This design comes from an exercise in tuning for a short achievable clock period and few clock cycles on the open sky130 flow, not from production work. In this exercise RTL edits were held to simulation tests only and were not proved equivalent to the original. Power and IR drop assume default switching activity.

==> design/flow/design.v <==
package gobang_pkg;
   localparam int         CELLS   = 225;
   localparam logic [7:0] NO_MOVE = 8'hFF;
   localparam logic [1:0] EMPTY = 2'b00;
   localparam logic [1:0] BLACK = 2'b01;
   localparam logic [1:0] WHITE = 2'b10;
   typedef logic [CELLS-1:0][1:0] board_t;
   typedef enum logic [2:0] {
      S_IDLE,
      S_QUERY,
      S_WAIT,
      S_DESCEND,
      S_ASCEND,
      S_DONE
   } state_t;
   function automatic logic [1:0] opp_side(input logic [1:0] s);
      opp_side = {s[0], s[1]};
   endfunction
endpackage
module kill_stack #(
   parameter int DEPTH = 8,
   parameter int W     = 8,
   parameter int N     = 225
) (
   input  logic         i_clk,
   input  logic         i_push,
   input  logic         i_pop1,
   input  logic         i_pop2,
   input  logic [W-1:0] i_data,
   output logic [W-1:0] o_top,
   output logic [W-1:0] o_sec,
   output logic [N-1:0] o_top_1h,
   output logic [N-1:0] o_sec_1h
);
   logic [DEPTH-1:0][W-1:0] mem_q, mem_d;
   logic [N-1:0]            top_1h_q, sec_1h_q;
   logic [N-1:0]            data_1h, third_1h, fourth_1h;
   assign o_top    = mem_q[0];
   assign o_sec    = mem_q[1];
   assign o_top_1h = top_1h_q;
   assign o_sec_1h = sec_1h_q;
   always_comb begin
      for (int i = 0; i < N; i++) begin
         data_1h[i]   = (i_data == W'(i));
         third_1h[i]  = (mem_q[2] == W'(i));
         fourth_1h[i] = (mem_q[3] == W'(i));
      end
   end
   always_comb begin
      mem_d = mem_q;
      if (i_push)      mem_d = {mem_q[DEPTH-2:0], i_data};
      else if (i_pop1) mem_d = {{W{1'b1}}, mem_q[DEPTH-1:1]};
      else if (i_pop2) mem_d = {{2*W{1'b1}}, mem_q[DEPTH-1:2]};
   end
   always_ff @(posedge i_clk) begin
      mem_q <= mem_d;
      if (i_push) begin
         top_1h_q <= data_1h;
         sec_1h_q <= top_1h_q;
      end else if (i_pop1) begin
         top_1h_q <= sec_1h_q;
         sec_1h_q <= third_1h;
      end else if (i_pop2) begin
         top_1h_q <= third_1h;
         sec_1h_q <= fourth_1h;
      end
   end
endmodule
module kill_search_engine #(
   parameter int MAX_DEPTH   = 9,
   parameter int MOVE_W      = 8,
   parameter int NODE_BUDGET = 4096
) (
   input  logic              i_clk,
   input  logic              i_rst,
   input  logic              i_start,
   input  logic              i_abort,
   input  logic [4:0]        i_depth,
   input  logic [1:0]        i_side,
   input  gobang_pkg::board_t i_board,
   output logic              o_q_valid,
   input  logic              i_q_ready,
   output gobang_pkg::board_t o_q_board,
   output logic [4:0]        o_q_level,
   output logic [MOVE_W-1:0] o_q_after,
   input  logic              i_r_valid,
   input  logic              i_r_found,
   input  logic [MOVE_W-1:0] i_r_move,
   input  logic              i_r_win,
   output logic              o_busy,
   output logic              o_finish,
   output logic              o_sha,
   output logic [MOVE_W-1:0] o_first_move,
   output logic              o_timeout
);
   localparam int                CELLS   = gobang_pkg::CELLS;
   localparam int                ROWS    = (CELLS + 15) / 16;
   localparam logic [MOVE_W-1:0] NOMV    = MOVE_W'(gobang_pkg::NO_MOVE);
   localparam logic [3:0]        LIM_MAX = 4'(MAX_DEPTH - 1);
   logic              qv_q, wt_q, fin_q, bad_q;
   logic              qv_d, wt_d, fin_d;
   logic              q_valid_q, busy_q, finish_q;
   logic              found_q, occupied_q;
   logic              sha_q, sha_d;
   logic [MOVE_W-1:0] first_q, first_d;
   logic              act_push_q, act_pop1_q, act_pop2_q;
   logic [MOVE_W-1:0] mv_q;
   logic [2*CELLS-1:0] board_q, board_d;  
   logic [3:0]        level_q, level_d, lim_q;
   logic [3:0]        lvl_inc_q, lvl_dec_q, lvl_dec2_q;
   logic              at_lim_q, lvl0_q, lvl1_q;
   logic [MOVE_W-1:0] after_q, after_d;
   logic [1:0]        side_q;
   logic [3:0]        redo_level_q;
   logic              redo_lvl0_q, redo_lvl1_q;
   logic [MOVE_W-1:0] stk_top, stk_sec;
   logic [CELLS-1:0]  stk_top_1h, stk_sec_1h;
   logic [2*CELLS-1:0] root;
   assign root = i_board;
   logic              atk, idle, busy, start, cell_empty, resp, redo;
   logic [1:0]        code;
   logic [4:0]        lim_new;
   assign idle  = !qv_q && !wt_q && !fin_q;
   assign busy  = qv_q || wt_q || bad_q;
   assign start = idle && i_start;
   assign atk   = ~level_q[0];
   assign code  = atk ? side_q : gobang_pkg::opp_side(side_q);
   logic [15:0]         mv_hi_1h, mv_lo_1h;
   logic [CELLS-1:0]    mv_1h, empty;
   always_comb begin
      for (int k = 0; k < 16; k++) begin
         mv_hi_1h[k] = (i_r_move[7:4] == 4'(k));
         mv_lo_1h[k] = (i_r_move[3:0] == 4'(k));
      end
      for (int i = 0; i < CELLS; i++) begin
         mv_1h[i] = mv_hi_1h[i / 16] && mv_lo_1h[i % 16];
         empty[i] = (board_q[2*i +: 2] == gobang_pkg::EMPTY);
      end
   end
   kill_lookup #(
      .N (CELLS)
   ) u_lookup (
      .i_empty (empty),
      .i_idx   (i_r_move),
      .o_empty (cell_empty)
   );
   assign resp = wt_q && i_r_valid && !i_abort;
   assign redo = bad_q && !i_abort;
   logic              fin_ok1, pop1_ok1, desc_ok1, next_ok1;
   assign fin_ok1  = i_r_win && lvl0_q;
   assign pop1_ok1 = i_r_win || (at_lim_q && !atk);
   assign desc_ok1 = !i_r_win && !at_lim_q;
   assign next_ok1 = !i_r_win && at_lim_q && atk;
   always_comb begin
      qv_d    = qv_q;
      wt_d    = wt_q;
      fin_d   = 1'b0;
      sha_d   = sha_q;
      first_d = first_q;
      if (idle) begin
         if (i_start) begin
            qv_d    = 1'b1;
            sha_d   = 1'b0;
            first_d = NOMV;
         end
      end else if (busy) begin
         if (i_abort) begin
            qv_d    = 1'b0;
            wt_d    = 1'b0;
            fin_d   = 1'b1;
            sha_d   = 1'b0;
            first_d = NOMV;
         end else if (bad_q) begin
            fin_d   = redo_lvl0_q || redo_lvl1_q;
            qv_d    = !(redo_lvl0_q || redo_lvl1_q);
            sha_d   = redo_lvl1_q;
            first_d = redo_lvl1_q ? stk_top : NOMV;
         end else if (qv_q) begin
            if (i_q_ready) begin
               qv_d = 1'b0;
               wt_d = 1'b1;
            end
         end else if (i_r_valid) begin
            wt_d    = 1'b0;
            fin_d   = i_r_found ? fin_ok1 : (lvl0_q || lvl1_q);
            qv_d    = i_r_found ? !fin_ok1 : !(lvl0_q || lvl1_q);
            sha_d   = i_r_found ? fin_ok1 : lvl1_q;
            first_d = i_r_found ? (fin_ok1 ? i_r_move : NOMV) :
                                  (lvl1_q ? stk_top : NOMV);
         end
      end
   end
   assign bad_q = found_q && occupied_q;
   always_ff @(posedge i_clk or posedge i_rst) begin
      if (i_rst) begin
         qv_q      <= 1'b0;
         wt_q      <= 1'b0;
         fin_q     <= 1'b0;
         found_q   <= 1'b0;
         sha_q     <= 1'b0;
         first_q   <= NOMV;
         q_valid_q <= 1'b0;
         busy_q    <= 1'b0;
         finish_q  <= 1'b0;
      end else begin
         qv_q      <= qv_d;
         wt_q      <= wt_d;
         fin_q     <= fin_d;
         found_q   <= resp && i_r_found;
         sha_q     <= sha_d;
         first_q   <= first_d;
         q_valid_q <= qv_d;
         busy_q    <= qv_d || wt_d;
         finish_q  <= fin_d;
      end
   end
   always_comb begin
      level_d = level_q;
      after_d = after_q;
      if (start) begin
         level_d = 4'd0;
         after_d = NOMV;
      end else if (resp) begin
         if (!i_r_found) begin
            level_d = lvl_dec2_q;
            after_d = stk_sec;
         end else if (desc_ok1) begin
            level_d = lvl_inc_q;
            after_d = NOMV;
         end else if (next_ok1) begin
            after_d = i_r_move;
         end else begin
            level_d = lvl_dec_q;
            after_d = stk_top;
         end
      end else if (redo) begin
         level_d = redo_level_q;
         after_d = stk_sec;
      end
   end
   logic              set_ok1;
   logic [CELLS-1:0]  set, clr;
   assign set_ok1 = resp && i_r_found && desc_ok1;
   always_comb begin
      for (int i = 0; i < CELLS; i++) begin
         set[i] = set_ok1 && mv_1h[i] && empty[i];
         clr[i] = (resp && i_r_found) ? (pop1_ok1 && stk_top_1h[i]) :
                  ((resp || redo) && (stk_top_1h[i] || stk_sec_1h[i]));
         board_d[2*i]     = start ? root[2*i] :
                            ((board_q[2*i] && !clr[i]) || (set[i] && code[0]));
         board_d[2*i + 1] = start ? root[2*i + 1] :
                            ((board_q[2*i + 1] && !clr[i]) || (set[i] && code[1]));
      end
   end
   kill_stack #(
      .DEPTH (MAX_DEPTH - 1),
      .W     (MOVE_W),
      .N     (CELLS)
   ) u_stack (
      .i_clk    (i_clk),
      .i_push   (act_push_q),
      .i_pop1   (act_pop1_q),
      .i_pop2   (act_pop2_q),
      .i_data   (mv_q),
      .o_top    (stk_top),
      .o_sec    (stk_sec),
      .o_top_1h (stk_top_1h),
      .o_sec_1h (stk_sec_1h)
   );
   assign lim_new = (int'(i_depth) >= MAX_DEPTH) ? 5'(LIM_MAX) : i_depth;
   always_ff @(posedge i_clk) begin
      act_push_q <= set_ok1 && cell_empty;
      act_pop1_q <= resp && i_r_found && pop1_ok1 && cell_empty;
      act_pop2_q <= (resp && !i_r_found) || bad_q;
      mv_q       <= i_r_move;
      occupied_q <= !cell_empty;
      redo_level_q <= lvl_dec2_q;
      redo_lvl0_q  <= lvl0_q;
      redo_lvl1_q  <= lvl1_q;
      level_q    <= level_d;
      lvl_inc_q  <= level_d + 4'd1;
      lvl_dec_q  <= level_d - 4'd1;
      lvl_dec2_q <= level_d - 4'd2;
      lvl0_q     <= (level_d == 4'd0);
      lvl1_q     <= (level_d == 4'd1);
      after_q    <= after_d;
      board_q    <= board_d;
      if (start) begin
         at_lim_q <= (lim_new == 5'd0);
         lim_q    <= lim_new[3:0];
         side_q   <= i_side;
      end else begin
         at_lim_q <= (level_d == lim_q);
      end
   end
   assign o_q_valid    = q_valid_q && !bad_q;
   assign o_busy       = busy_q || bad_q;
   assign o_finish     = finish_q && !bad_q;
   assign o_q_board    = board_q;
   assign o_q_level    = {1'b0, level_q};
   assign o_q_after    = after_q;
   assign o_sha        = sha_q;
   assign o_first_move = first_q;
   assign o_timeout    = 1'b0;
endmodule
module kill_lookup #(
   parameter int N = 225
) (
   input  logic [N-1:0] i_empty,
   input  logic [7:0]   i_idx,
   output logic         o_empty
);
   localparam int N1 = (N + 3) / 4;      
   localparam int N2 = (N1 + 3) / 4;
   localparam int N3 = (N2 + 3) / 4;
   logic [3:0]      sel0, sel1, sel2, sel3;
   logic [4*N1-1:0] d1;
   logic [4*N2-1:0] d2;
   logic [4*N3-1:0] d3;
   logic [3:0]      d4;
   logic [N1-1:0]   q1;
   logic [N2-1:0]   q2;
   logic [N3-1:0]   q3;
   kill_dec2 u_dec0 (.i_a(i_idx[1:0]), .o_sel(sel0));
   kill_dec2 u_dec1 (.i_a(i_idx[3:2]), .o_sel(sel1));
   kill_dec2 u_dec2 (.i_a(i_idx[5:4]), .o_sel(sel2));
   kill_dec2 u_dec3 (.i_a(i_idx[7:6]), .o_sel(sel3));
   assign d1 = (4*N1)'(i_empty);
   assign d2 = (4*N2)'(q1);
   assign d3 = (4*N3)'(q2);
   assign d4 = 4'(q3);
   for (genvar k = 0; k < N1; k++) begin : g_l1
      kill_sel4 u_sel (.i_sel(sel0), .i_d(d1[4*k +: 4]), .o_q(q1[k]));
   end
   for (genvar k = 0; k < N2; k++) begin : g_l2
      kill_sel4 u_sel (.i_sel(sel1), .i_d(d2[4*k +: 4]), .o_q(q2[k]));
   end
   for (genvar k = 0; k < N3; k++) begin : g_l3
      kill_sel4 u_sel (.i_sel(sel2), .i_d(d3[4*k +: 4]), .o_q(q3[k]));
   end
   kill_sel4 u_l4 (.i_sel(sel3), .i_d(d4), .o_q(o_empty));
endmodule
module kill_dec2 (
   input  logic [1:0] i_a,
   output logic [3:0] o_sel
);
   assign o_sel = {i_a == 2'd3, i_a == 2'd2, i_a == 2'd1, i_a == 2'd0};
endmodule
module kill_sel4 (
   input  logic [3:0] i_sel,
   input  logic [3:0] i_d,
   output logic       o_q
);
   assign o_q = |(i_sel & i_d);
endmodule
==> design/flow/flow/run.sh <==
#!/bin/bash
# Layout flow: the standard layout (standard.sh), unchanged except that
# buffer_ports puts a sky130_fd_sc_hd__buf_4 on every input and output port
# instead of the slow delay cell (clkdlybuf4s50_1) it picks by default.
# make's full output goes to standard_flow.log; ORFS keeps each step's log
# under orfs/logs as usual.
set -euo pipefail
bash standard.sh 'BUFFER_PORTS_ARGS=-buffer_cell sky130_fd_sc_hd__buf_4' finish \
   > standard_flow.log 2>&1
==> design/flow/standard.sh <==
#!/bin/bash
# synth_recipe.tcl (not shown) runs the flow's synth.tcl, then flattens the netlist and writes it again
# the make line also repeats each setting of config.mk as NAME=value (left out here)
make -C /OpenROAD-flow-scripts/flow DESIGN_CONFIG=/design/flow/config.mk WORK_HOME=/design/flow/orfs CLKGATE_MAP_FILE= SYNTH_SCRIPT=/design/flow/synth_recipe.tcl "${@:-finish}"
==> design/flow/config.mk <==
export PLATFORM = sky130hd
export DESIGN_NAME = kill_search_engine
export DESIGN_NICKNAME = kill_search_engine
export VERILOG_FILES = /design/flow/design.v
export SDC_FILE = /design/flow/constraint.sdc
export NUM_CORES = 4
export LEC_CHECK = 0
export ABC_CLOCK_PERIOD_IN_PS = 2000
export CAP_MARGIN = 20
export CELL_PAD_IN_SITES_DETAIL_PLACEMENT = 1
export CELL_PAD_IN_SITES_GLOBAL_PLACEMENT = 2
export CORE_MARGIN = 2
export CORE_UTILIZATION = 30
export SETUP_SLACK_MARGIN = 5.0
export SLEW_MARGIN = 20
==> design/flow/constraint.sdc <==
create_clock -name core_clock -period 7.0 [get_ports {i_clk}]
set_input_delay 1.4000 -clock core_clock [delete_from_list [all_inputs] [get_ports {i_clk}]]
set_output_delay 1.4000 -clock core_clock [all_outputs]
set_load 0.01 [all_outputs]
==> flow_summary.json, run 1 <==
{
  "outcome": "no timing/DRC/antenna violations",
  "ys_seq_elements": 1027,
  "finalClockSkew_ps": 30.1,
  "pin_count_of_the_biggest_net_entering_global_routing": 151,
  "synthCells": 5711,
  "power.total_uw": 34800,
  "finish.utilization": 0.546,
  "synthToLayoutAreaGrowth_pct": 81.3,
  "path_max_fanout": 2,
  "p_per_area_nw_per_um2": 373,
  "cts_max_path_buffers": 3,
  "post_cts_hold_buffer_count": 0,
  "total_standard_cell_area_after_synthesis_um2": 51500,
  "first_global_vias": 61500,
  "grtUsageTotal": 0.480,
  "fp.dieW_um": 418,
  "maxSlewHeadroom": 0.164,
  "route.detailed.wl_per_inst_um": 45.4,
  "cellLeakagePower_uw": 0.0328,
  "dr.first_iter.drc_count": 9200,
  "synth.yosys.warnings": 2,
  "floorplan.die.height_um": 418,
  "slew_viol_final": 0,
  "clock_tree.htree_level_count": 4,
  "ant_nets": 0,
  "asyncSetResetFlopFracSynth": 0.0136,
  "viasPerCell": 6.66,
  "fin_nets": 8103,
  "antenna_violations_before_repair": 50,
  "port_buffers": 946,
  "design.core.area_um2": 171000,
  "num_io_pins": 949,
  "die_area_um2": 175000,
  "end_kind": "output pin",
  "max_cap_violations": 0,
  "overflow": 0,
  "unrepaired_setup_endpoints_after_global_routing": "true",
  "clkLatencyLatePin_ps": 820,
  "placed_instance_area_um2": 62100,
  "path_clk_slew_ps": 60,
  "drive_above_1_share": 0.556,
  "power.ir.vdd_worst_uv": 280,
  "synth-main-ff-cell": "edfxtp_1",
  "period_needed_ps": 3220,
  "numCtsBuffers": 135,
  "setup_viol": 0,
  "instances_no_fill": 10000,
  "tritoncts": "yes",
  "synth_edf_count": 520,
  "finalSetupTns_ps": 0,
  "detail_route.wirelength_um": 454000,
  "dpl.cell_count": 8486,
  "post-route-period-util": 0.460,
  "hpwl_dp_um": 292000,
  "initial_util": 0.301,
  "gpl.final_weighted_congestion": 1.04,
  "seq_total_area_yosys": 0.502,
  "critical_path_data_required_time_ps": 5600,
  "hold_viol_final": 0,
  "clockRootBuffer": "clkbuf_16",
  "drc": 0,
  "timing.hold.worst.class": "flop to flop",
  "row_count": 152,
  "sinks_on_clock_net": 1027,
  "synth_area_per_cell_um2": 9.01,
  "max_slew.worst_pin.slew_ps": 1240,
  "drtPass1Iterations": 6,
  "critPathKind": "flop to output pin",
  "cp-start-kind": "flop",
  "dr_total_vias": 66600,
  "max_clock_freq_mhz": 311,
  "critical_path_arrival_ps": 1820,
  "first_pass_grt_wire_length_um": 571000,
  "synth_cell_types": 71,
  "fin_area_um2": 93300
}
==> cell families after synthesis <==
group,count (synthesis),synth area share
buffers and inverters,585,0.0459
muxes,69,0.0161
and+or+nand+nor,2195,0.190
other,1,0.0000728
AOI/OAI and AO/OA,1822,0.244
adders and majority gates,6,0.00146
DFF,1027,0.502
xor gates and xnor gates,6,0.00102
==> per-layer routing <==
layer  vias up  wire (µm)  track usage
met5         -        304            0
met4        30      37400        0.318
met3      1335      62500        0.181
met2      4932     185000        0.675
met1     34400     169000        0.609
li1      25900          -            -
==> worst max-delay path: stages (launching register included) <==
cell	delay, ps
dfrtp_1	380
and2_4	180
nor2_4	290
buf_6	160
==> what timing repair did <==
action | CTS | global route
setup buffers | 879 | 240
gates cloned | 83 | 32
pin swaps | 443 | 379
endpoints found under the setup margin | 1931 | 1514
resized for setup | 2692 | 729
==> path summary, 6_finish.rpt <==
kind,from,to,slack [ps],cells past startpoint
worst max-delay path,found_q$_DFF_PP0_,o_q_valid,3780,3
worst min-delay path,lvl_dec2_q[1]$_DFF_P_,redo_level_q[1]$_DFF_P_,360,0
worst max register to register,found_q$_DFF_PP0_,board_q[365]$_DFF_P_,4060,16
max in group asynchronous,i_rst,wt_q$_DFF_PP0_,5700,2
worst min register to register,lvl_dec2_q[1]$_DFF_P_,redo_level_q[1]$_DFF_P_,360,0
min in group asynchronous,i_rst,found_q$_DFF_PP0_,740,2
==> area by class of cell <==
cell class | count | area, µm²
Clock buffer | 217 | 3990
Timing Repair Buffer | 2324 | 26300
Sequential cell | 1027 | 27300
Multi-Input combinational cell | 4110 | 32600
Antenna cell | 35 | 87.6
Fill cell | 17900 | 77600
Clock inverter | 33 | 203
Inverter | 23 | 130
Tap cell | 2233 | 2790
Timing Repair inverter | 3 | 26.3
==> through the flow <==
| stage | hold WS, ps | worst slack, ps |
|---|---|---|
| after detailed placement | 347 | 1910 |
| after floorplan | 324 | 2220 |
| after global routing | 372 | 3780 |
| final | 357 | 3780 |
| after global placement | 344 | 1690 |
| after CTS | 357 | 3770 |
==> sequential cells by signal, indices dropped and copies added (netlist names), 2 cells and up <==
name,count
lvl_dec_q,4
side_q,2
redo_level_q,4
level_q,3
lvl_dec2_q,4
first_q,8
u_stack.mem_q,64
board_q,450
u_stack.sec_1h_q,225
lim_q,4
mv_q,8
after_q,8
u_stack.top_1h_q,225
lvl_inc_q,3
==> cell usage after synthesis (17+ instances only) <==
master | number | share of area
nor2b_1 | 28 | 0.0034
dfxtp_1 | 493 | 0.19
nand3_1 | 31 | 0.0030
clkbuf_1 | 451 | 0.033
a21oi_1 | 290 | 0.028
nor3_1 | 314 | 0.031
a221oi_1 | 447 | 0.076
buf_2 | 60 | 0.0058
inv_1 | 22 | 0.0016
or2_2 | 18 | 0.0022
nor2_1 | 1078 | 0.079
buf_1 | 31 | 0.0023
a22oi_1 | 457 | 0.067
mux2i_1 | 50 | 0.0097
nor4_1 | 183 | 0.022
nand2b_1 | 30 | 0.0036
o22ai_1 | 242 | 0.029
nor4b_1 | 35 | 0.0060
a211oi_1 | 17 | 0.0025
o21ai_0 | 298 | 0.029
edfxtp_1 | 520 | 0.30
nand2_1 | 407 | 0.030
==> where the power goes <==
part	internal, µW	switching [µW]
Sequential	8630	1910
Combinational	7950	9350
Clock	3900	3060
Total	20500	14300
==> cell usage in the layout, fill, tap and decap left out, types with 239 or more instances in the layout <==
cell and count:
nor2_1 998, nand2_1 341, buf_4 1208, a21oi_1 281, nor3_1 250, dfxtp_4 348
buf_6 647, o22ai_1 239, a22oi_2 293, a221oi_2 366, buf_12 241, edfxtp_1 520
Testbench counts, summed over its fixed seeds: cycles 88,809.
==> run 2: changes to the inputs <==
--- a/design/flow/design.v
+++ b/design/flow/design.v
@@ -33,17 +33,12 @@
    output logic [N-1:0] o_sec_1h
 );
    logic [DEPTH-1:0][W-1:0] mem_q, mem_d;
-   logic [N-1:0]            top_1h_q, sec_1h_q;
-   logic [N-1:0]            data_1h, third_1h, fourth_1h;
-   assign o_top    = mem_q[0];
-   assign o_sec    = mem_q[1];
-   assign o_top_1h = top_1h_q;
-   assign o_sec_1h = sec_1h_q;
+   assign o_top = mem_q[0];
+   assign o_sec = mem_q[1];
    always_comb begin
       for (int i = 0; i < N; i++) begin
-         data_1h[i]   = (i_data == W'(i));
-         third_1h[i]  = (mem_q[2] == W'(i));
-         fourth_1h[i] = (mem_q[3] == W'(i));
+         o_top_1h[i] = (mem_q[0] == W'(i));
+         o_sec_1h[i] = (mem_q[1] == W'(i));
       end
    end
    always_comb begin
@@ -52,19 +47,7 @@
       else if (i_pop1) mem_d = {{W{1'b1}}, mem_q[DEPTH-1:1]};
       else if (i_pop2) mem_d = {{2*W{1'b1}}, mem_q[DEPTH-1:2]};
    end
-   always_ff @(posedge i_clk) begin
-      mem_q <= mem_d;
-      if (i_push) begin
-         top_1h_q <= data_1h;
-         sec_1h_q <= top_1h_q;
-      end else if (i_pop1) begin
-         top_1h_q <= sec_1h_q;
-         sec_1h_q <= third_1h;
-      end else if (i_pop2) begin
-         top_1h_q <= third_1h;
-         sec_1h_q <= fourth_1h;
-      end
-   end
+   always_ff @(posedge i_clk) mem_q <= mem_d;
 endmodule
 module kill_search_engine #(
    parameter int MAX_DEPTH   = 9,
@@ -258,9 +241,9 @@
       .N     (CELLS)
    ) u_stack (
       .i_clk    (i_clk),
-      .i_push   (act_push_q),
-      .i_pop1   (act_pop1_q),
-      .i_pop2   (act_pop2_q),
+      .i_push   (act_push_q && !bad_q),
+      .i_pop1   (act_pop1_q && !bad_q),
+      .i_pop2   (act_pop2_q && !bad_q),
       .i_data   (mv_q),
       .o_top    (stk_top),
       .o_sec    (stk_sec),
@@ -269,8 +252,8 @@
    );
    assign lim_new = (int'(i_depth) >= MAX_DEPTH) ? 5'(LIM_MAX) : i_depth;
    always_ff @(posedge i_clk) begin
-      act_push_q <= set_ok1 && cell_empty;
-      act_pop1_q <= resp && i_r_found && pop1_ok1 && cell_empty;
+      act_push_q <= set_ok1;
+      act_pop1_q <= resp && i_r_found && pop1_ok1;
       act_pop2_q <= (resp && !i_r_found) || bad_q;
       mv_q       <= i_r_move;
       occupied_q <= !cell_empty;
==> run 2 against run 1 <==
Highest routed layer unchanged. Fmax is 6.2% lower. Critical path type is now input pin to flop. Worst setup slack worse by 210 ps. Total power is 33% lower. Sequential cell count shrank 450. Worst hold slack better by 8.7 ps. Critical path depth grew 5.
==> flow_summary.json, run 2 <==
{
  "clockRootBuffer": "clkbuf_16",
  "first_pass_grt_wire_length_um": 315000,
  "hpwl_dp_um": 152000,
  "worstSetupEndpoint": "occupied_q$_DFF_P_",
  "path_clk_slew_ps": 70,
  "critical_path_data_required_time_ps": 7530,
  "finalClockSkew_ps": 25.0,
  "internal_power_uw": 14000,
  "yosys-top-cells-count": "nor2_1, dfxtp_1, a221oi_1, a22oi_1, nor3_1",
  "detail_route.wirelength_um": 235000,
  "first_global_vias": 40500,
  "top_layer_used": "met5",
  "multiInputGateArea_um2": 20900,
  "synth_edf_count": 70,
  "critical_path_arrival_ps": 3960,
  "synthCells": 3431,
  "sinks_on_clock_net": 577,
  "synth_cell_types": 86,
  "timing.hold.worst.class": "flop to flop",
  "power.share.clock": 0.169,
  "instances_no_fill": 6520,
  "fin_area_um2": 57200,
  "outcome": "no timing/DRC/antenna violations",
  "synthToLayoutAreaGrowth_pct": 101,
  "drtPass1Iterations": 5,
  "num_io_pins": 949,
  "critPathKind": "input pin to flop",
  "cellLeakagePower_uw": 0.0219,
  "synth_area_per_cell_um2": 8.30,
  "synth_top_area_share": 0.346,
  "total_standard_cell_area_after_synthesis_um2": 28500,
  "cp-startpoint": "i_r_move[2]",
  "register_with_the_most_flip_flops": "board_q",
  "net_switching_power_figure_uw": 9430,
  "unrepaired_setup_endpoints_after_global_routing": "true",
  "max_cap_violations": 0,
  "power.total_uw": 23500,
  "end_kind": "flop",
  "path_max_fanout": 13,
  "post-route-period-util": 0.491,
  "pin_count_of_the_biggest_net_entering_global_routing": 93,
  "drive_above_1_share": 0.660,
  "power.ir.vdd_worst_uv": 288,
  "cp_cell_sequence": "bufbuf_16 > nor2b_1 > nand2_2 > o22ai_1 > nor2_1 > a311oi_4 > o311ai_1 > o2111a_1",
  "synth.yosys.warnings": 2,
  "ys_seq_elements": 577,
  "max_slew.worst_pin.slew_ps": 1100,
  "yosysMostFrequentCell": "nor2_1",
  "largest_reg_flops": 450,
  "route.layer.met1.wl_um": 85900,
  "ant_nets": 0,
  "met3_wirelength_um": 24500,
  "port_buffers": 946,
  "asyncSetResetFlopFracSynth": 0.0243,
  "maxSlewHeadroom": 0.268,
  "synthDominantAreaCellType": "dfxtp_1",
  "largest_registers": "board_q: 450 flops, u_stack.mem_q: 64 flops",
  "layout_common_cells": "buf_4, nor2_1, buf_6, a221oi_2, dfxtp_2",
  "reg2reg_depth": 5,
  "power.share.sequential": 0.287,
  "hold_viol_final": 0,
  "fin_nets": 5667,
  "layout.area.seq_um2": 13500,
  "design.core.area_um2": 94600,
  "antenna_violations_before_repair": 11,
  "dpl.cell_count": 5434,
  "finalSetupTns_ps": 0,
  "crit-reg2reg-capture": "board_q[10]$_DFF_P_",
  "synthTopCellsByArea": "dfxtp_1, nor2_1, a221oi_1",
  "dr_total_vias": 40500,
  "seq_total_area_yosys": 0.433,
  "cp-start-kind": "input pin",
  "synth-main-ff-cell": "dfxtp_1",
  "dr.first_iter.drc_count": 4347,
  "grtUsageTotal": 0.451,
  "slew_viol_final": 0,
  "tritoncts": "yes",
  "die_area_um2": 97500,
  "n_fill_cell": 10100,
  "fp.dieW_um": 312,
  "clkLatencyLatePin_ps": 650,
  "timing.reg2reg.setup_slack_ps": 4040,
  "layout_commonest_cell": "buf_4",
  "gpl.final_weighted_congestion": 0.937,
  "pwr-share-comb": 0.543,
  "drc": 0,
  "overflow": 0,
  "p_per_area_nw_per_um2": 410,
  "setup_viol": 0,
  "initial_util": 0.301,
  "viasPerCell": 6.22,
  "route.detailed.wl_per_inst_um": 36.1,
  "floorplan.die.height_um": 312,
  "reg2reg_from": "u_stack.mem_q[0]$_DFFE_PP_",
  "placed_instance_area_um2": 40400,
  "critPathSlowestCell": "nor2b_1",
  "row_count": 113,
  "clock_tree.htree_level_count": 3,
  "switching_share": 0.402,
  "period_needed_ps": 3430,
  "finish.utilization": 0.605,
  "numCtsBuffers": 73,
  "max_clock_freq_mhz": 291,
  "cts_max_path_buffers": 3,
  "critPathMaxStageDelay_ps": 530,
  "wl_met2_um": 105000
}
==> run 2: per-stage QoR <==
stage / hold slack [ps] / setup slack (ps)
after floorplan: 323 / 3830
after global placement: 344 / 2110
after detailed placement: 339 / 2050
after CTS: 353 / 3800
after global routing: 370 / 3590
final: 366 / 3570
==> run 2: logic make-up after synthesis <==
| logic type | after synthesis | share of synthesized area |
|---|---|---|
| xor+xnor | 8 | 0.00246 |
| compound gates | 979 | 0.260 |
| simple gates | 1500 | 0.234 |
| mux | 62 | 0.0231 |
| other cells | 1 | 0.000132 |
| flops | 577 | 0.433 |
| fa+ha+maj | 6 | 0.00263 |
| buf+inv | 298 | 0.0455 |
==> run 2: cell type report <==
class | instances | share of cell area
antenna | 8 | 0.000350
tap | 1265 | 0.0276
clock buffer | 113 | 0.0389
multi-input combinational | 2573 | 0.364
timing repair buffer | 1939 | 0.326
sequential | 577 | 0.235
inverter | 18 | 0.00208
clock inverter | 21 | 0.00315
timing repair inverter | 6 | 0.00267
==> run 2: layer usage <==
metal	up-vias	GRT usage
li1	16600	-
met3	806	0.122
met5	-	0
met4	6	0.307
met1	20400	0.541
met2	2747	0.703
==> run 2: how the worst min path moves through the flow <==
stage / startpoint / to / slack [ps] / cells past startpoint
2_1_floorplan: lvl1_q$_DFF_P_ / redo_lvl1_q$_DFF_P_ / 320 / 0
3_3_place_gp: lvl_dec2_q[3]$_DFF_P_ / redo_level_q[3]$_DFF_P_ / 340 / 0
3_5_place_dp: lvl1_q$_DFF_P_ / redo_lvl1_q$_DFF_P_ / 340 / 0
4_1_cts: lvl_dec2_q[3]$_DFF_P_ / redo_level_q[3]$_DFF_P_ / 350 / 0
5_1_grt: lvl1_q$_DFF_P_ / redo_lvl1_q$_DFF_P_ / 370 / 0
6_report: lvl1_q$_DFF_P_ / redo_lvl1_q$_DFF_P_ / 370 / 0
==> run 2: timing repair <==
item	in CTS	in global routing
pin swaps	287	250
gates cloned	33	7
buffers inserted	779	125
hold buffers	0	0
resized for setup	1600	207
setup endpoints to repair	1017	1090
==> run 2: worst max-delay path: cells and delay by family <==
| kind | cells | cell delay [ps] |
|---|---|---|
| compound gates | 4 | 1210 |
| simple gates | 3 | 1050 |
| buf+inv | 1 | 290 |
==> run 2: power by group through the flow <==
stage          registers, µW  logic, µW  clock network [µW]
4_1_cts                 6610      11900                3950
3_3_place_gp            6680       7740                   0
3_5_place_dp            6690       7830                   0
6_report                6740      12700                3970
2_1_floorplan           6640       3380                   0
5_1_grt                 6810      13200                4100
Testbench counts of run 2, summed over its fixed seeds: cycles 88,809.
==> run 3: changes to the inputs <==
--- a/design/flow/design.v
+++ b/design/flow/design.v
@@ -33,12 +33,17 @@
    output logic [N-1:0] o_sec_1h
 );
    logic [DEPTH-1:0][W-1:0] mem_q, mem_d;
-   assign o_top = mem_q[0];
-   assign o_sec = mem_q[1];
+   logic [N-1:0]            top_1h_q, sec_1h_q;
+   logic [N-1:0]            data_1h, third_1h, fourth_1h;
+   assign o_top    = mem_q[0];
+   assign o_sec    = mem_q[1];
+   assign o_top_1h = top_1h_q;
+   assign o_sec_1h = sec_1h_q;
    always_comb begin
       for (int i = 0; i < N; i++) begin
-         o_top_1h[i] = (mem_q[0] == W'(i));
-         o_sec_1h[i] = (mem_q[1] == W'(i));
+         data_1h[i]   = (i_data == W'(i));
+         third_1h[i]  = (mem_q[2] == W'(i));
+         fourth_1h[i] = (mem_q[3] == W'(i));
       end
    end
    always_comb begin
@@ -47,7 +52,19 @@
       else if (i_pop1) mem_d = {{W{1'b1}}, mem_q[DEPTH-1:1]};
       else if (i_pop2) mem_d = {{2*W{1'b1}}, mem_q[DEPTH-1:2]};
    end
-   always_ff @(posedge i_clk) mem_q <= mem_d;
+   always_ff @(posedge i_clk) begin
+      mem_q <= mem_d;
+      if (i_push) begin
+         top_1h_q <= data_1h;
+         sec_1h_q <= top_1h_q;
+      end else if (i_pop1) begin
+         top_1h_q <= sec_1h_q;
+         sec_1h_q <= third_1h;
+      end else if (i_pop2) begin
+         top_1h_q <= third_1h;
+         sec_1h_q <= fourth_1h;
+      end
+   end
 endmodule
 module kill_search_engine #(
    parameter int MAX_DEPTH   = 9,
@@ -296,43 +313,18 @@
    localparam int N1 = (N + 3) / 4;      
    localparam int N2 = (N1 + 3) / 4;
    localparam int N3 = (N2 + 3) / 4;
-   logic [3:0]      sel0, sel1, sel2, sel3;
    logic [4*N1-1:0] d1;
    logic [4*N2-1:0] d2;
    logic [4*N3-1:0] d3;
    logic [3:0]      d4;
-   logic [N1-1:0]   q1;
-   logic [N2-1:0]   q2;
-   logic [N3-1:0]   q3;
-   kill_dec2 u_dec0 (.i_a(i_idx[1:0]), .o_sel(sel0));
-   kill_dec2 u_dec1 (.i_a(i_idx[3:2]), .o_sel(sel1));
-   kill_dec2 u_dec2 (.i_a(i_idx[5:4]), .o_sel(sel2));
-   kill_dec2 u_dec3 (.i_a(i_idx[7:6]), .o_sel(sel3));
-   assign d1 = (4*N1)'(i_empty);
-   assign d2 = (4*N2)'(q1);
-   assign d3 = (4*N3)'(q2);
-   assign d4 = 4'(q3);
-   for (genvar k = 0; k < N1; k++) begin : g_l1
-      kill_sel4 u_sel (.i_sel(sel0), .i_d(d1[4*k +: 4]), .o_q(q1[k]));
-   end
-   for (genvar k = 0; k < N2; k++) begin : g_l2
-      kill_sel4 u_sel (.i_sel(sel1), .i_d(d2[4*k +: 4]), .o_q(q2[k]));
-   end
-   for (genvar k = 0; k < N3; k++) begin : g_l3
-      kill_sel4 u_sel (.i_sel(sel2), .i_d(d3[4*k +: 4]), .o_q(q3[k]));
+   always_comb begin
+      d1 = (4*N1)'(i_empty);
+      d2 = '0;
+      for (int k = 0; k < N1; k++) d2[k] = d1[4*k + i_idx[1:0]];
+      d3 = '0;
+      for (int k = 0; k < N2; k++) d3[k] = d2[4*k + i_idx[3:2]];
+      d4 = '0;
+      for (int k = 0; k < N3; k++) d4[k] = d3[4*k + i_idx[5:4]];
+      o_empty = d4[i_idx[7:6]];
    end
-   kill_sel4 u_l4 (.i_sel(sel3), .i_d(d4), .o_q(o_empty));
-endmodule
-module kill_dec2 (
-   input  logic [1:0] i_a,
-   output logic [3:0] o_sel
-);
-   assign o_sel = {i_a == 2'd3, i_a == 2'd2, i_a == 2'd1, i_a == 2'd0};
-endmodule
-module kill_sel4 (
-   input  logic [3:0] i_sel,
-   input  logic [3:0] i_d,
-   output logic       o_q
-);
-   assign o_q = |(i_sel & i_d);
 endmodule
--- a/design/flow/config.mk
+++ b/design/flow/config.mk
@@ -13,3 +13,4 @@
 export CORE_UTILIZATION = 30
 export SETUP_SLACK_MARGIN = 5.0
 export SLEW_MARGIN = 20
+export SYNTH_HIERARCHICAL = 1
==> run 3 against run 2 <==
Final area increased by 80%. Combinational power decreased by 15%. Via count increased by 74%. Utilization decreased by 0.45 points. Critical path type is now flop to flop. Die area increased by 81%. Worst hold slack improved by 5.6 ps. Non-clock buffer count increased by 734. First-iteration DRC count increased by 150%. Register-to-register slack got worse by 360 ps. Synthesized cell count increased by 60%. Largest power group unchanged.
==> flow_summary.json, run 3 <==
{
  "largest_reg_flops": 450,
  "port_buffers": 946,
  "hpwl_dp_um": 255000,
  "synth_top_area_share": 0.301,
  "pin_count_of_the_biggest_net_entering_global_routing": 79,
  "p_per_area_nw_per_um2": 262,
  "power.ir.vdd_worst_uv": 264,
  "setup_viol": 0,
  "max_clock_freq_mhz": 302,
  "slew_viol_final": 0,
  "sinks_on_clock_net": 1027,
  "ant_nets": 0,
  "timing.hold.worst.class": "flop to flop",
  "detail_route.wirelength_um": 490000,
  "fin_nets": 8296,
  "synthToLayoutAreaGrowth_pct": 98.7,
  "fp.dieW_um": 420,
  "drive_above_1_share": 0.641,
  "total_standard_cell_area_after_synthesis_um2": 51900,
  "period_needed_ps": 3320,
  "outcome": "no timing/DRC/antenna violations",
  "dr.first_iter.drc_count": 10800,
  "critical-path-top-delay-family": "buffers and inverters",
  "net_switching_power_figure_uw": 9820,
  "synth-main-ff-cell": "edfxtp_1",
  "num_io_pins": 949,
  "layout_common_cells": "buf_4, nor2_1, buf_6, edfxtp_1, nand2_1",
  "worstPathBufferInverterCount": 12,
  "pwr-share-comb": 0.399,
  "antenna_violations_before_repair": 46,
  "end_kind": "flop",
  "drc": 0,
  "placed_instance_area_um2": 62100,
  "cts_max_path_buffers": 3,
  "max_slew.worst_pin.slew_ps": 1250,
  "worst_hold_slack_ps": 371,
  "viasPerCell": 6.89,
  "hold_viol_final": 0,
  "maxSlewHeadroom": 0.166,
  "synth_edf_count": 520,
  "post_cts_hold_buffer_count": 0,
  "cellLeakagePower_uw": 0.0390,
  "cp_cell_sequence": "nand2_8 > buf_6 > buf_6 > buf_6 > and2_4 > buf_6 > buf_6 > buf_6 > buf_12 > buf_8 > buf_6 > nor3b_4 > buf_6 > buf_6 > nand2_8 > buf_16 > o221ai_2",
  "finalSetupTns_ps": 0,
  "route.detailed.wl_per_inst_um": 47.7,
  "dpl.cell_count": 8383,
  "post-route-period-util": 0.474,
  "unrepaired_setup_endpoints_after_global_routing": "true",
  "tritoncts": "yes",
  "finish.utilization": 0.601,
  "first_global_vias": 65300,
  "finalClockSkew_ps": 86.6,
  "clockRootBuffer": "clkbuf_16",
  "instances_no_fill": 10300,
  "first_pass_grt_wire_length_um": 596000,
  "gpl.final_weighted_congestion": 0.904,
  "seq_total_area_yosys": 0.498,
  "power.share.sequential": 0.328,
  "internal_power_uw": 17200,
  "n_fill_cell": 17000,
  "fin_area_um2": 103000,
  "asyncSetResetFlopFracSynth": 0.0136,
  "synth.yosys.warnings": 9,
  "path_clk_slew_ps": 60,
  "critical_path_arrival_ps": 3910,
  "crit_top_cell": "buf_6",
  "register_with_the_most_flip_flops": "board_q",
  "yosys-top-cells-count": "nor2_1, nand2_1, edfxtp_1, dfxtp_1, a21oi_1",
  "drtPass1Iterations": 9,
  "yosysMostFrequentCell": "nor2_1",
  "critical_path_data_required_time_ps": 7600,
  "clkLatencyLatePin_ps": 850,
  "initial_util": 0.302,
  "die_area_um2": 176000,
  "synth_area_per_cell_um2": 9.43,
  "numCtsBuffers": 137,
  "critPathSlowestCell": "dfxtp_4",
  "floorplan.die.height_um": 420,
  "grtUsageTotal": 0.496,
  "critPathMaxStageDelay_ps": 600,
  "clock_tree.htree_level_count": 4,
  "power.share.clock": 0.273,
  "switching_share": 0.363,
  "synth_cell_types": 90,
  "path_max_fanout": 7,
  "largest_registers": "board_q: 450 flops, u_stack.sec_1h_q: 225 flops, u_stack.top_1h_q: 225 flops",
  "synthTopCellsByArea": "edfxtp_1, dfxtp_1, nor2_1",
  "max_cap_violations": 0,
  "critPathKind": "flop to flop",
  "row_count": 152,
  "ys_seq_elements": 1027,
  "layout_commonest_cell": "buf_4",
  "design.core.area_um2": 172000,
  "overflow": 0,
  "dr_total_vias": 70600,
  "cp-start-kind": "flop",
  "synthCells": 5506,
  "synthDominantAreaCellType": "edfxtp_1"
}
[run 3: changes by cell type after synthesis, moves of 36 or more]
cell      previous run  this run
nand2_1            192       620
mux4_2               1        37
mux2i_1             54        92
nor3_1             235       158
or3_1                1       128
edfxtp_1            70       520
a221oi_1           356       295
o221ai_1             3       345
a21oi_1             45       378
o21ai_1              2       147
clkbuf_1           177       368
o21ai_0            169        84
a32oi_1             85       156
[run 3: area by class of cell]
type / instances / area, µm² / share of cell area
repair buffers: 2673 / 32800 / 0.317
clock inverters: 36 / 390 / 0.00378
repair inverters: 6 / 75.1 / 0.000728
diodes: 24 / 60.1 / 0.000582
flip-flops and latches: 1027 / 27200 / 0.263
multi-input cells: 3947 / 35700 / 0.346
clock buffers: 208 / 3980 / 0.0386
well taps: 2310 / 2890 / 0.0280
inverters: 25 / 155 / 0.00150
[run 3: routing by layer]
layer	wire (µm)	global-route usage	share of wire
met4	54400	0.384	0.11
met1	164000	0.586	0.34
met2	194000	0.705	0.40
met5	1090	0.00500	0.0022
met3	75500	0.214	0.15
[run 3: worst paths after layout]
check                                       from                             end  slack, ps  cells past startpoint
max                           occupied_q$_DFF_P_  u_stack.sec_1h_q[26]$_DFFE_PP_       3680                     17
max in group asynchronous                  i_rst               found_q$_DFF_PP0_       5920                      2
min reg2reg                lvl_dec2_q[2]$_DFF_P_         redo_level_q[2]$_DFF_P_        370                      0
min                        lvl_dec2_q[2]$_DFF_P_         redo_level_q[2]$_DFF_P_        370                      0
min in group asynchronous                  i_rst                  wt_q$_DFF_PP0_        640                      2
max reg2reg                   occupied_q$_DFF_P_  u_stack.sec_1h_q[26]$_DFFE_PP_       3680                     17
[run 3: cell families after synthesis]
logic type | share of synthesized area
XOR/XNOR | 0.00101
buffers and inverters | 0.0486
other | 0.0000722
AND/OR/NAND/NOR | 0.179
flip-flops | 0.498
adder cells (fa/ha/maj) | 0.00145
multiplexers | 0.0349
AO/OA/AOI/OAI | 0.237
[run 3: through the flow]
step	power, µW	setup WS, ps
3_5_place_dp	15000	2410
3_3_place_gp	14900	925
6_report	27000	3680
5_1_grt	27500	3680
4_1_cts	25900	3890
2_1_floorplan	11100	1780
[run 3: timing repair]
action                                   CTS  global route
cloned                                   253            25
buffers inserted                        1067           260
gates resized for setup                 3468           745
endpoints found under the setup margin  1996          1994
pin swaps                                784           599
[run 3: power groups by stage]
| stage | registers (µW) | clock network, µW | logic (µW) |
|---|---|---|---|
| after floorplan | 8990 | 0 | 2080 |
| after global placement | 8880 | 0 | 6050 |
| after detailed placement | 8930 | 0 | 6100 |
| after CTS | 8780 | 7210 | 9930 |
| after global routing | 8950 | 7500 | 11000 |
| final | 8870 | 7380 | 10800 |
Testbench counts of run 3, summed over its fixed seeds: cycles 88,809.
==> run 4: changes to the inputs <==
--- a/design/flow/design.v
+++ b/design/flow/design.v
@@ -258,9 +258,9 @@
       .N     (CELLS)
    ) u_stack (
       .i_clk    (i_clk),
-      .i_push   (act_push_q && !bad_q),
-      .i_pop1   (act_pop1_q && !bad_q),
-      .i_pop2   (act_pop2_q && !bad_q),
+      .i_push   (act_push_q),
+      .i_pop1   (act_pop1_q),
+      .i_pop2   (act_pop2_q),
       .i_data   (mv_q),
       .o_top    (stk_top),
       .o_sec    (stk_sec),
@@ -269,8 +269,8 @@
    );
    assign lim_new = (int'(i_depth) >= MAX_DEPTH) ? 5'(LIM_MAX) : i_depth;
    always_ff @(posedge i_clk) begin
-      act_push_q <= set_ok1;
-      act_pop1_q <= resp && i_r_found && pop1_ok1;
+      act_push_q <= set_ok1 && cell_empty;
+      act_pop1_q <= resp && i_r_found && pop1_ok1 && cell_empty;
       act_pop2_q <= (resp && !i_r_found) || bad_q;
       mv_q       <= i_r_move;
       occupied_q <= !cell_empty;
==> run 4 against run 3 <==
Sequential power grew 3.8%. Synthesized area is 0.51% lower. Largest cell class unchanged. Critical path depth fell by 7. Largest power group unchanged. Non-clock buffer count fell by 293. Critical path type is now input pin to flop. Sequential cell count unchanged. Still clean on timing, DRC and antenna. Critical endpoint is now act_pop1_q$_DFF_P_. Clock power down 3.5%.
==> flow_summary.json, run 4 <==
{
  "gpl.final_weighted_congestion": 1.01,
  "setup_ws_ps": 3840,
  "max_clock_freq_mhz": 317,
  "timing.hold.worst.class": "flop to flop",
  "synthToLayoutAreaGrowth_pct": 80.2,
  "end_kind": "flop",
  "largest_registers": "board_q: 450 flops, u_stack.sec_1h_q: 225 flops, u_stack.top_1h_q: 225 flops",
  "overflow": 0,
  "first_pass_grt_wire_length_um": 570000,
  "clockRootBuffer": "clkbuf_16",
  "critPathKind": "input pin to flop",
  "critical_path_arrival_ps": 3850,
  "cellLeakagePower_uw": 0.0342,
  "antenna_violations_before_repair": 53,
  "finalClockSkew_ps": 37.3,
  "port_buffers": 946,
  "period_needed_ps": 3160,
  "floorplan.die.height_um": 419,
  "synth_edf_count": 520,
  "synthDominantAreaCellType": "edfxtp_1",
  "unrepaired_setup_endpoints_after_global_routing": "true",
  "viasPerCell": 6.68,
  "reg2reg_from": "board_q[281]$_DFF_P_",
  "timing.reg2reg.setup_slack_ps": 4050,
  "clock_tree.htree_level_count": 4,
  "largest_reg_flops": 450,
  "dr_total_vias": 65900,
  "yosysMostFrequentCell": "nand2_1",
  "whs_path_depth": 0,
  "post_cts_hold_buffer_count": 0,
  "synth_top_area_share": 0.302,
  "grtUsageTotal": 0.481,
  "clkLatencyLatePin_ps": 810,
  "slew_viol_final": 0,
  "initial_util": 0.301,
  "critical_path_data_required_time_ps": 7690,
  "synth_cell_types": 90,
  "layout_common_cells": "buf_4, nand2_1, buf_6, nor2_1, edfxtp_1",
  "synth-main-ff-cell": "edfxtp_1",
  "detail_route.wirelength_um": 463000,
  "layout_commonest_cell": "buf_4",
  "design.core.area_um2": 171000,
  "sinks_on_clock_net": 1027,
  "tritoncts": "yes",
  "numCtsBuffers": 135,
  "route.detailed.wl_per_inst_um": 46.9,
  "drtPass1Iterations": 8,
  "setup_viol": 0,
  "pin_count_of_the_biggest_net_entering_global_routing": 144,
  "path_max_fanout": 33,
  "die_area_um2": 176000,
  "total_standard_cell_area_after_synthesis_um2": 51700,
  "ant_nets": 0,
  "cp-start-kind": "input pin",
  "synthCells": 5424,
  "maxSlewHeadroom": 0.281,
  "hold_path_sink": "redo_level_q[1]$_DFF_P_",
  "asyncSetResetFlopFracSynth": 0.0136,
  "fin_nets": 7898,
  "synth.yosys.warnings": 9,
  "p_per_area_nw_per_um2": 306,
  "max_cap_violations": 0,
  "outcome": "no timing/DRC/antenna violations",
  "hpwl_dp_um": 273000,
  "seq_total_area_yosys": 0.500,
  "path_clk_slew_ps": 60,
  "cts_max_path_buffers": 3,
  "power.ir.vdd_worst_uv": 246,
  "dr.first_iter.drc_count": 10100,
  "finish.utilization": 0.543,
  "synth_area_per_cell_um2": 9.52,
  "synthTopCellsByArea": "edfxtp_1, dfxtp_1, o221ai_1",
  "reg2reg_depth": 8,
  "ys_seq_elements": 1027,
  "post-route-period-util": 0.451,
  "register_with_the_most_flip_flops": "board_q",
  "post-place-ws_ps": 2170,
  "yosys-top-cells-count": "nand2_1, nor2_1, edfxtp_1, dfxtp_1, a21oi_1",
  "drc": 0,
  "max_slew.worst_pin.slew_ps": 1070,
  "crit-reg2reg-capture": "act_pop1_q$_DFF_P_",
  "fp.dieW_um": 419,
  "num_io_pins": 949,
  "drive_above_1_share": 0.575,
  "row_count": 152,
  "hold_viol_final": 0,
  "finalSetupTns_ps": 0,
  "first_global_vias": 60800,
  "hold_path.startpoint": "lvl_dec2_q[1]$_DFF_P_",
  "worst_hold_slack_ps": 365
}
==> run 4: cell count changes in the layout (fill, tap and decap cells not counted), sizes merged, moves of 7 or more <==
cell,before,now
buf,2633,2335
nor2,887,592
a221oi,296,141
a32oi,156,310
o21ai,232,380
nand2,631,768
nor3,160,83
and2,36,17
diode,24,34
clkbuf,230,238
a21o,1,8
nor4,13,6
==> run 4: worst max path at each step <==
stage                        from                         end  slack, ps  cells past startpoint
2_1_floorplan  act_pop1_q$_DFF_P_  u_stack.mem_q[0]$_DFFE_PP_       2190                      5
3_3_place_gp          i_r_move[0]          act_push_q$_DFF_P_       1070                      9
3_5_place_dp          i_r_move[1]          act_pop1_q$_DFF_P_       2170                      9
4_1_cts         found_q$_DFF_PP0_                    o_finish       4020                      3
5_1_grt         found_q$_DFF_PP0_                    o_finish       3990                      3
6_report              i_r_move[1]          act_pop1_q$_DFF_P_       3840                     10
==> run 4: per-layer routing <==
metal / part of all wire / wire length, µm / global-route usage / up-vias
li1: - / - / - / 25100
met1: 0.36 / 166000 / 0.599 / 33800
met2: 0.40 / 184000 / 0.677 / 5361
met3: 0.15 / 69800 / 0.198 / 1624
met4: 0.091 / 42300 / 0.321 / 42
met5: 0.00069 / 317 / 0 / -
==> run 4: where the power goes <==
| part | total [µW] | switching [µW] | internal (µW) |
|---|---|---|---|
| Sequential | 9210 | 1230 | 7980 |
| Clock | 7120 | 3060 | 4060 |
| Combinational | 12200 | 6440 | 5730 |
==> run 4: stage by stage <==
stage	area [µm²]	total power [µW]	cells
after global placement	61300	16300	8289
final	93100	28500	9870
after floorplan	52400	11700	5425
after detailed placement	61300	16400	8292
after global routing	93000	29000	9844
after CTS	85900	27400	9572
==> run 4: cell type report <==
cell class | count | area (µm²)
timing repair buffer | 2380 | 27300
multi-input combinational | 3843 | 31300
clock inverter | 36 | 299
tap | 2310 | 2890
timing repair inverter | 10 | 124
sequential | 1027 | 26900
clock buffer | 208 | 4020
fill | 17600 | 78300
inverter | 22 | 150
antenna | 34 | 85.1
==> run 4: logic make-up (layout without fill, tap and decap cells) <==
logic type / count (synthesis) / after routing / synth area share
compound gates: 1852 / 1858 / 0.252
xor+xnor: 8 / 8 / 0.00136
fa+ha+maj: 6 / 6 / 0.00145
buf+inv: 575 / 2656 / 0.0493
flops: 1027 / 1027 / 0.500
mux: 139 / 139 / 0.0361
other cells: 1 / 36 / 0.0000726
simple gates: 1816 / 1830 / 0.159
==> run 4: what timing repair did <==
| action | 4_1_cts | 5_1_grt |
|---|---|---|
| buffers inserted | 914 | 226 |
| gates resized for setup | 2391 | 749 |
| pin swaps | 454 | 475 |
| endpoints found under the setup margin | 1959 | 1606 |
| gates cloned | 122 | 38 |
==> run 4: worst max-delay path, cell delays in order <==
cell and delay, ps:
buf_12 260, buf_12 250, mux4_2 400, mux2i_1 190
mux2_4 200, o32ai_2 100, a221oi_4 490, nor4_2 70
buf_4 210, and3_4 160
Testbench counts of run 4, summed over its fixed seeds: cycles 88,809.

-- afterwards: timing with drivers on the ports --
How much do the figures lean on ideal ports? The routed layouts below were timed once more, with nothing changed but the port constraints. Step 1 sets driving cells, clkbuf_16 on the clock port and buf_2 on the other inputs (assumed; they add their load-dependent delay and slew). Step 2 adds t to the input delays and takes it off the output delays; t is the mean of the earliest and latest rising clock arrival at the registers after step 1. Input paths then give back, and output paths get back, about the clock's delay inside the block. Slacks: ideal ports / drivers / drivers and shift; pairs: ideal ports / drivers.
run | t, ns | setup slack, ns | hold slack, ns | worst register clock-pin slew, ns | worst data-port slew with drivers (ns)
run 1 | 0.890 | 3.780 / 3.693 / 2.810 | 0.357 / 0.357 / 0.357 | 0.06 / 0.06 | 0.51
run 2 | 0.720 | 3.566 / 3.409 / 2.689 | 0.366 / 0.366 / 0.366 | 0.07 / 0.07 | 0.32
run 3 | 0.903 | 3.685 / 3.611 / 3.030 | 0.371 / 0.371 / 0.371 | 0.08 / 0.08 | 0.52
run 4 | 0.887 | 3.842 / 3.730 / 2.843 | 0.365 / 0.365 / 0.365 | 0.07 / 0.07 | 0.32
After both steps setup and hold are still met in every run listed. The setup slack of run 4, which loses most, moves by -0.112 ns with the drivers and by -0.999 ns with both steps.
